What follows belongs to an exercise in optimizing a design on an open flow for small area, a short achievable clock period and few clock cycles; a production flow would make more cautious choices. Function was checked by simulation only, so behaviour that the tests miss may differ from the original. Power and IR drop assume default switching activity.

<file path="flow/twiddle.hex">
// twiddle k = exp(-j*2*pi*k/16) for k = 0 to 7, one word per k
// upper half is the real part, lower half the imaginary part, both Q2.14
40000000
3B21E782
2D41D2BF
187EC4DF
0000C000
E782C4DF
D2BFD2BF
C4DFE782

</file>
<file path="flow/run.sh">
#!/bin/bash
# synth_recipe.tcl (not shown) runs the flow's synth.tcl, then flattens the netlist and writes it again
# the make line also repeats each setting of config.mk as NAME=value (left out here)
make -C /OpenROAD-flow-scripts/flow DESIGN_CONFIG=/design/flow/config.mk WORK_HOME=/design/flow/orfs CLKGATE_MAP_FILE= SYNTH_SCRIPT=/design/flow/synth_recipe.tcl finish
</file>
<file path="flow/config.mk">
export PLATFORM = sky130hd
export DESIGN_NAME = fft_stage_top
export DESIGN_NICKNAME = fft_stage_top
export VERILOG_FILES = /design/flow/design.v
export SDC_FILE = /design/flow/constraint.sdc
export NUM_CORES = 4
export LEC_CHECK = 0
export CAP_MARGIN = 20
export CORE_MARGIN = 2
export CORE_UTILIZATION = 30
export SLEW_MARGIN = 20
</file>
<file path="flow/constraint.sdc">
create_clock -name core_clock -period 8.5 [get_ports {clk}]
set_input_delay 1.7000 -clock core_clock [delete_from_list [all_inputs] [get_ports {clk}]]
set_output_delay 1.7000 -clock core_clock [all_outputs]
set_load 0.01 [all_outputs]
</file>
<file path="flow/design.v">
package fft_pkg;
	localparam int N_POINTS = 16;
	localparam int ADDR_W = 4;
	localparam int PAIR_W = 3;
	localparam int LEVEL_W = 2;
	localparam int DATA_W = 16;
	localparam int TW_FRAC = 14;
	typedef logic signed [DATA_W-1:0] sample_t;
	typedef logic [ADDR_W-1:0] addr_t;
	typedef logic [PAIR_W-1:0] pair_t;
	typedef logic [LEVEL_W-1:0] level_t;
	typedef enum logic [1:0]
	{
		seq_idle = 2'd0,
		seq_run = 2'd1,
		seq_drain = 2'd2
	} seq_state_e;
endpackage
`timescale 1ns/1ps
module pair_sequencer
(
	input logic clk,
	input logic reset,
	input logic start,
	input fft_pkg::level_t level,
	input logic done,
	output logic busy,
	output logic issue,
	output fft_pkg::addr_t rd_even_addr,
	output fft_pkg::addr_t rd_odd_addr,
	output fft_pkg::pair_t tw_index,
	output fft_pkg::addr_t issue_even_addr,
	output fft_pkg::addr_t issue_odd_addr,
	output logic issue_last
);
	fft_pkg::seq_state_e state, state_d;
	fft_pkg::pair_t pair_cnt, pair_cnt_d;
	fft_pkg::pair_t series_mask, series_mask_d;
	fft_pkg::addr_t span, span_d;
	fft_pkg::addr_t even_addr;
	fft_pkg::addr_t odd_addr;
	assign even_addr = {1'b0, pair_cnt & series_mask} | ({1'b0, pair_cnt & ~series_mask} << 1);
	assign odd_addr = even_addr + span;
	assign issue = (state == fft_pkg::seq_run);
	assign busy = (state != fft_pkg::seq_idle);
	assign rd_even_addr = even_addr;
	assign rd_odd_addr = odd_addr;
	assign issue_even_addr = even_addr;
	assign issue_odd_addr = odd_addr;
	assign tw_index = pair_cnt & ~series_mask;
	assign issue_last = issue && (pair_cnt == fft_pkg::pair_t'('1));
	always_comb
	begin
		state_d = state;
		pair_cnt_d = pair_cnt;
		series_mask_d = series_mask;
		span_d = span;
		case (state)
			fft_pkg::seq_idle:
			begin
				if (start)
				begin
					series_mask_d = fft_pkg::pair_t'('1) >> level;
					span_d = fft_pkg::addr_t'(fft_pkg::N_POINTS / 2) >> level;
					pair_cnt_d = '0;
					state_d = fft_pkg::seq_run;
				end
			end
			fft_pkg::seq_run:
			begin
				if (pair_cnt == fft_pkg::pair_t'('1))
				begin
					state_d = fft_pkg::seq_drain;
				end
				else
				begin
					pair_cnt_d = pair_cnt + 1'b1;
				end
			end
			fft_pkg::seq_drain:
			begin
				if (done)
				begin
					state_d = fft_pkg::seq_idle;
				end
			end
			default:
			begin
				state_d = fft_pkg::seq_idle;
			end
		endcase
	end
	always_ff @(posedge clk)
	begin
		if (reset)
		begin
			state <= fft_pkg::seq_idle;
			pair_cnt <= '0;
			series_mask <= '0;
			span <= '0;
		end
		else
		begin
			state <= state_d;
			pair_cnt <= pair_cnt_d;
			series_mask <= series_mask_d;
			span <= span_d;
		end
	end
endmodule
`timescale 1ns/1ps
module sample_buffer
(
	input logic clk,
	input logic reset,
	input logic issue,
	input fft_pkg::addr_t rd_even_addr,
	input fft_pkg::addr_t rd_odd_addr,
	input logic res_valid,
	input logic res_last,
	input fft_pkg::addr_t res_even_addr,
	input fft_pkg::addr_t res_odd_addr,
	input fft_pkg::sample_t res_even_real,
	input fft_pkg::sample_t res_even_imag,
	input fft_pkg::sample_t res_odd_real,
	input fft_pkg::sample_t res_odd_imag,
	input logic load_en,
	input fft_pkg::addr_t load_addr,
	input fft_pkg::sample_t load_real,
	input fft_pkg::sample_t load_imag,
	input fft_pkg::addr_t rd_addr,
	output fft_pkg::sample_t even_real,
	output fft_pkg::sample_t even_imag,
	output fft_pkg::sample_t odd_real,
	output fft_pkg::sample_t odd_imag,
	output fft_pkg::sample_t rd_real,
	output fft_pkg::sample_t rd_imag,
	output logic done
);
	fft_pkg::sample_t bank_real [0:1][0:fft_pkg::N_POINTS-1];
	fft_pkg::sample_t bank_imag [0:1][0:fft_pkg::N_POINTS-1];
	logic src_bank;
	logic dst_bank;
	assign dst_bank = ~src_bank;
	always_ff @(posedge clk)
	begin
		if (reset)
		begin
			src_bank <= 1'b0;
			done <= 1'b0;
		end
		else
		begin
			if (res_valid && res_last)
			begin
				src_bank <= ~src_bank;
			end
			done <= res_valid && res_last;
		end
	end
	always_ff @(posedge clk)
	begin
		if (issue)
		begin
			even_real <= bank_real[src_bank][rd_even_addr];
			even_imag <= bank_imag[src_bank][rd_even_addr];
			odd_real <= bank_real[src_bank][rd_odd_addr];
			odd_imag <= bank_imag[src_bank][rd_odd_addr];
		end
	end
	always_ff @(posedge clk)
	begin
		rd_real <= bank_real[src_bank][rd_addr];
		rd_imag <= bank_imag[src_bank][rd_addr];
	end
	always_ff @(posedge clk)
	begin
		if (load_en)
		begin
			bank_real[src_bank][load_addr] <= load_real;
			bank_imag[src_bank][load_addr] <= load_imag;
		end
		if (res_valid)
		begin
			bank_real[dst_bank][res_even_addr] <= res_even_real;
			bank_imag[dst_bank][res_even_addr] <= res_even_imag;
			bank_real[dst_bank][res_odd_addr] <= res_odd_real;
			bank_imag[dst_bank][res_odd_addr] <= res_odd_imag;
		end
	end
endmodule
`timescale 1ns/1ps
module butterfly
(
	input logic clk,
	input logic reset,
	input logic issue,
	input fft_pkg::pair_t tw_index,
	input fft_pkg::addr_t issue_even_addr,
	input fft_pkg::addr_t issue_odd_addr,
	input logic issue_last,
	input fft_pkg::sample_t even_real,
	input fft_pkg::sample_t even_imag,
	input fft_pkg::sample_t odd_real,
	input fft_pkg::sample_t odd_imag,
	output logic res_valid,
	output logic res_last,
	output fft_pkg::addr_t res_even_addr,
	output fft_pkg::addr_t res_odd_addr,
	output fft_pkg::sample_t res_even_real,
	output fft_pkg::sample_t res_even_imag,
	output fft_pkg::sample_t res_odd_real,
	output fft_pkg::sample_t res_odd_imag
);
	logic [2*fft_pkg::DATA_W-1:0] tw_rom [0:fft_pkg::N_POINTS/2-1];
	initial
	begin
		$readmemh("twiddle.hex", tw_rom);
	end
	logic [2:0] valid_sr;
	logic [2:0] last_sr;
	fft_pkg::sample_t tw_real_s0, tw_imag_s0;
	fft_pkg::addr_t even_addr_s0, odd_addr_s0;
	fft_pkg::addr_t even_addr_s1, odd_addr_s1;
	fft_pkg::sample_t even_real_s1, even_imag_s1;
	fft_pkg::sample_t prod_real_s1, prod_imag_s1;
	logic signed [2*fft_pkg::DATA_W-1:0] pp_rr, pp_ii, pp_ri, pp_ir;
	logic signed [2*fft_pkg::DATA_W:0] prod_real_full, prod_imag_full;
	logic signed [2*fft_pkg::DATA_W:0] prod_real_sh, prod_imag_sh;
	assign pp_rr = odd_real * tw_real_s0;
	assign pp_ii = odd_imag * tw_imag_s0;
	assign pp_ri = odd_real * tw_imag_s0;
	assign pp_ir = odd_imag * tw_real_s0;
	assign prod_real_full = pp_rr - pp_ii;
	assign prod_imag_full = pp_ri + pp_ir;
	assign prod_real_sh = prod_real_full >>> fft_pkg::TW_FRAC;
	assign prod_imag_sh = prod_imag_full >>> fft_pkg::TW_FRAC;
	always_ff @(posedge clk)
	begin
		if (reset)
		begin
			valid_sr <= '0;
			last_sr <= '0;
		end
		else
		begin
			valid_sr <= {valid_sr[1:0], issue};
			last_sr <= {last_sr[1:0], issue && issue_last};
		end
	end
	assign res_valid = valid_sr[2];
	assign res_last = last_sr[2];
	always_ff @(posedge clk)
	begin
		tw_real_s0 <= tw_rom[tw_index][2*fft_pkg::DATA_W-1:fft_pkg::DATA_W];
		tw_imag_s0 <= tw_rom[tw_index][fft_pkg::DATA_W-1:0];
		even_addr_s0 <= issue_even_addr;
		odd_addr_s0 <= issue_odd_addr;
		prod_real_s1 <= prod_real_sh[fft_pkg::DATA_W-1:0];
		prod_imag_s1 <= prod_imag_sh[fft_pkg::DATA_W-1:0];
		even_real_s1 <= even_real;
		even_imag_s1 <= even_imag;
		even_addr_s1 <= even_addr_s0;
		odd_addr_s1 <= odd_addr_s0;
		res_even_real <= even_real_s1 + prod_real_s1;
		res_even_imag <= even_imag_s1 + prod_imag_s1;
		res_odd_real <= even_real_s1 - prod_real_s1;
		res_odd_imag <= even_imag_s1 - prod_imag_s1;
		res_even_addr <= even_addr_s1;
		res_odd_addr <= odd_addr_s1;
	end
endmodule
`timescale 1ns/1ps
module fft_stage_top
(
	input logic clk,
	input logic reset,
	input logic start,
	input fft_pkg::level_t level,
	input logic load_en,
	input fft_pkg::addr_t load_addr,
	input fft_pkg::sample_t load_real,
	input fft_pkg::sample_t load_imag,
	input fft_pkg::addr_t rd_addr,
	output logic busy,
	output logic done,
	output fft_pkg::sample_t rd_real,
	output fft_pkg::sample_t rd_imag
);
	logic issue;
	logic issue_last;
	fft_pkg::addr_t rd_even_addr, rd_odd_addr;
	fft_pkg::addr_t issue_even_addr, issue_odd_addr;
	fft_pkg::pair_t tw_index;
	fft_pkg::sample_t even_real, even_imag, odd_real, odd_imag;
	logic res_valid;
	logic res_last;
	fft_pkg::addr_t res_even_addr, res_odd_addr;
	fft_pkg::sample_t res_even_real, res_even_imag, res_odd_real, res_odd_imag;
	pair_sequencer u_seq
	(
		.clk(clk), .reset(reset), .start(start), .level(level), .done(done),
		.busy(busy), .issue(issue), .rd_even_addr(rd_even_addr),
		.rd_odd_addr(rd_odd_addr), .tw_index(tw_index),
		.issue_even_addr(issue_even_addr), .issue_odd_addr(issue_odd_addr),
		.issue_last(issue_last)
	);
	sample_buffer u_buf
	(
		.clk(clk), .reset(reset), .issue(issue),
		.rd_even_addr(rd_even_addr), .rd_odd_addr(rd_odd_addr),
		.res_valid(res_valid), .res_last(res_last),
		.res_even_addr(res_even_addr), .res_odd_addr(res_odd_addr),
		.res_even_real(res_even_real), .res_even_imag(res_even_imag),
		.res_odd_real(res_odd_real), .res_odd_imag(res_odd_imag),
		.load_en(load_en), .load_addr(load_addr),
		.load_real(load_real), .load_imag(load_imag), .rd_addr(rd_addr),
		.even_real(even_real), .even_imag(even_imag),
		.odd_real(odd_real), .odd_imag(odd_imag),
		.rd_real(rd_real), .rd_imag(rd_imag), .done(done)
	);
	butterfly u_bfly
	(
		.clk(clk), .reset(reset), .issue(issue), .tw_index(tw_index),
		.issue_even_addr(issue_even_addr), .issue_odd_addr(issue_odd_addr),
		.issue_last(issue_last),
		.even_real(even_real), .even_imag(even_imag),
		.odd_real(odd_real), .odd_imag(odd_imag),
		.res_valid(res_valid), .res_last(res_last),
		.res_even_addr(res_even_addr), .res_odd_addr(res_odd_addr),
		.res_even_real(res_even_real), .res_even_imag(res_even_imag),
		.res_odd_real(res_odd_real), .res_odd_imag(res_odd_imag)
	);
endmodule
</file>
==> results.sh <==
export IMPL_status="finished clean"
export IMPL_cts_buffer_depth=4
export IMPL_initial_utilization_pct=30.2
export IMPL_crit_family="adder cells"
export IMPL_final_nets=13095
export IMPL_max_slew_margin_rel_pct=15.8
export IMPL_drc=0
export IMPL_clock_skew_ns=0.120
export IMPL_die_w_um=644
export IMPL_start_kind="register"
export IMPL_die_area_um2=415000
export IMPL_yosys_area_share_adder_pct=20.9
export IMPL_synth_cell_area_um2=123000
export IMPL_finalPower_mw=34.7
export IMPL_path_max_fanout=20
export IMPL_cts_resized=0
export IMPL_avgSynthCellArea_um2=10.1
export IMPL_drive_above_1_share_pct=12.6
export IMPL_timing_final_hold_violations=0
export IMPL_rsz0062_at_grt="false"
export IMPL_ant_nets=0
export IMPL_yosys_warnings=3
export IMPL_insertion_delay_ns=0.91
export IMPL_ys_top_cells_by_area="edfxtp_1, fa_1, mux4_2"
export IMPL_period_minus_slack_ns=7.90
export IMPL_maxSlewViolCount=0
export IMPL_grt_pass1_vias=95703
export IMPL_power_per_cell_area_nw_per_um2=257
export IMPL_p_leak_nw=55.4
export IMPL_syn_inst=12144
export IMPL_yosys_area_share_simple_pct=12.6
export IMPL_clock_sinks=1307
export IMPL_synthesis_nets=13622
export IMPL_critical_path_class="register to register"
export IMPL_grt_usage_pct=23.7
export IMPL_max_stage_delay_ns=1.02
export IMPL_whs_ns=0.283
export IMPL_area_delta_synth_final_pct=9.87
export IMPL_yosysUniqueCellTypes=62
export IMPL_clockRootBuffer="clkbuf_16"
export IMPL_synth_seq_cells=1307
export IMPL_dp_cells=16876
export IMPL_ir_drop_mv=0.781
export IMPL_vias_per_cell=5.71
export IMPL_synthArstFlopShare_pct=0
export IMPL_crit_chain="nand2_1, fa_1, fa_1, fa_1, fa_1, inv_1, fa_1, fa_1, fa_1, inv_1, fa_1, inv_1, ha_1, o2111a_1, a21boi_1, o21a_1, a41o_2, a41oi_4, o2111ai_4, o31a_1, a21oi_2, xnor2_1"
export IMPL_worst_slack_ns=0.603
export IMPL_cap_violations=0
export IMPL_fmax_mhz=127
export IMPL_hpwlAfterDp_um=315000
export IMPL_rows=234
export IMPL_ys_top_cells_by_count="nand2_1, inv_1, edfxtp_1"
export IMPL_crit_path_top_delay_cell="edfxtp_1"
export IMPL_vias=98210
export IMPL_wl_per_cell_um=29.2
export IMPL_yosys_area_share_xor_xnor_pct=1.13
export IMPL_pin_count=80
export IMPL_crit_required_ns=9.27
export IMPL_setup_viol=0
export IMPL_portBuffers=79
export IMPL_synth_ff_type="edfxtp_1"
export IMPL_grt_pass1_wl_um=711000
export IMPL_cts_setup_buffers=0
export IMPL_gr_total_overflow=0
export IMPL_dr_pass1_iters=7
export IMPL_drtIter0Drc=15125
export IMPL_gp_congestion=0.938
export IMPL_synth_top_area_share_pct=26.6
export IMPL_critPathArrivalTime_ns=8.67
export IMPL_grt_max_degree=150
export IMPL_hold_class="register to register"
export IMPL_place_worst_setup_slack_ns=0.557
export IMPL_path_clk_slew_ns=0.06
export IMPL_core_area_um2=407000
export IMPL_synth_top_family_by_area="adder cells"
export IMPL_die_y_um=644
export IMPL_finalNonFillerCells=17206
export IMPL_yosysSeqAreaShare_pct=30.2
export IMPL_antenna_found_initial=47
export IMPL_tns_ns=0
export IMPL_crit_buf_inv=3
export IMPL_cts_buffers=167
export IMPL_synth_compound_area_share_pct=6.60
export IMPL_cts_tree="built"
export IMPL_tightest_slew_ns=1.26
export IMPL_fin_crit_sh_pct=92.9
export IMPL_cts_htree_levels=4
export IMPL_postRouteWirelength_um=503000
export IMPL_cts_hold_buf=0
export IMPL_synth_edf_count=1088
export IMPL_synth_mux_area_share_pct=20.7
export IMPL_synth_top_cell_by_area="edfxtp_1"
export IMPL_end_kind="register"
export IMPL_crit_top_cell="fa_1"
export IMPL_synth_most_common_cell="nand2_1"
## power breakdown
group	switching, mW	total (mW)	internal [mW]
logic	11.2	18.8	7.63
registers	0.938	8.51	7.57
clock network	3.11	7.42	4.31
total	15.2	34.7	19.5
## per-layer routing
layer	global-route usage, %	wire length, µm	part of all wire [%]	vias to the layer above
met2	35.5	217000	43	7809
li1	-	-	-	40267
met1	28.5	174000	35	48101
met5	0.613	287	0.057	-
met3	8.44	71400	14	2004
met4	16.0	40500	8.0	29
## cell type report
class                      instances  area [µm²]
tap                             5428        6790
fill                           40917      272000
multi-input combinational       8306       76700
sequential                      1307       37100
timing repair buffer             405        3410
inverter                        1430        5400
clock buffer                     226        4710
clock inverter                    71         758
antenna                           33        82.6
## final timing paths
path,from,slack [ns],cells after the start,endpoint
worst min-delay path,u_bfly.odd_addr_s0[2],0.28,0,u_bfly.odd_addr_s1[2]
worst max register to register,u_buf.odd_real[6],0.60,22,u_bfly.prod_imag_s1[15]
worst min register to register,u_bfly.odd_addr_s0[2],0.28,0,u_bfly.odd_addr_s1[2]
worst max-delay path,u_buf.odd_real[6],0.60,22,u_bfly.prod_imag_s1[15]
## placed cells by master, fill, tap and decap left out, types with 307 or more instances in the layout
cell,synthesis,layout
o21ai_0,512,511
nand2_1,1910,1876
a21oi_1,538,537
mux2i_1,960,960
buf_4,0,311
and2_1,307,307
edfxtp_1,1088,1088
ha_1,392,391
nand3_1,530,530
nor2_1,634,602
mux4_2,640,640
fa_1,1040,1039
inv_1,1428,1425
## per-stage QoR
stage | instance area [µm²] | utilization (%)
3_3_place_gp | 129000 | 31.8
6_report | 135000 | 33.2
5_1_grt | 135000 | 33.2
4_1_cts | 135000 | 33.1
2_1_floorplan | 123000 | -
3_5_place_dp | 129000 | 31.8
## flip-flops by register name, summed over array words and instances, names as in the netlist, 7 cells and up
| name | count |
|---|---|
| u_bfly.res_even_real | 16 |
| u_bfly.prod_real_s1 | 16 |
| u_bfly.tw_imag_s0 | 7 |
| u_bfly.res_even_imag | 16 |
| u_bfly.res_odd_imag | 15 |
| u_buf.even_imag | 16 |
| u_bfly.res_odd_real | 15 |
| u_bfly.prod_imag_s1 | 16 |
| u_buf.odd_real | 16 |
| u_bfly.even_imag_s1 | 16 |
| u_buf.odd_imag | 16 |
| u_buf.even_real | 16 |
| u_buf.bank_imag | 512 |
| u_bfly.tw_real_s0 | 11 |
| u_bfly.even_real_s1 | 16 |
| u_buf.rd_real | 16 |
| u_buf.rd_imag | 16 |
| u_buf.bank_real | 512 |
## cell families (layout without fill, tap and decap cells)
family,count (synthesis),count (layout)
adders and majority gates,1432,1432
and+or+nand+nor,3592,3592
xor gates and xnor gates,158,158
DFF,1307,1307
AOI/OAI and AO/OA,1395,1395
other,0,33
buffers and inverters,2531,2132
muxes,1729,1729
Testbench counts, summed over its fixed seeds: cycles 13,192.

-- re-timing with driven ports --
Ports are ideal in the flow. The routed layout listed here was re-timed in OpenROAD. Step 1: set_driving_cell puts a clkbuf_16 on clk and a buf_2 on each other input, an assumption about the parent block. Step 2 moves the port delays by t, midway between the first and last clock arrival at a register: inputs arrive t later, outputs are due t later. That takes back most of the time a late clock gives input paths. a / b / c = no drivers / after step 1 / after step 2; a / b = the first two.
shift t [ns]: 0.948
slack for setup (ns): 0.603 / 0.603 / 0.603
hold WS [ns]: 0.283 / 0.283 / 0.283
After both steps this run still meets setup and hold. The setup slack of this run moves by 0.000 ns with the drivers and by 0.000 ns with both steps.
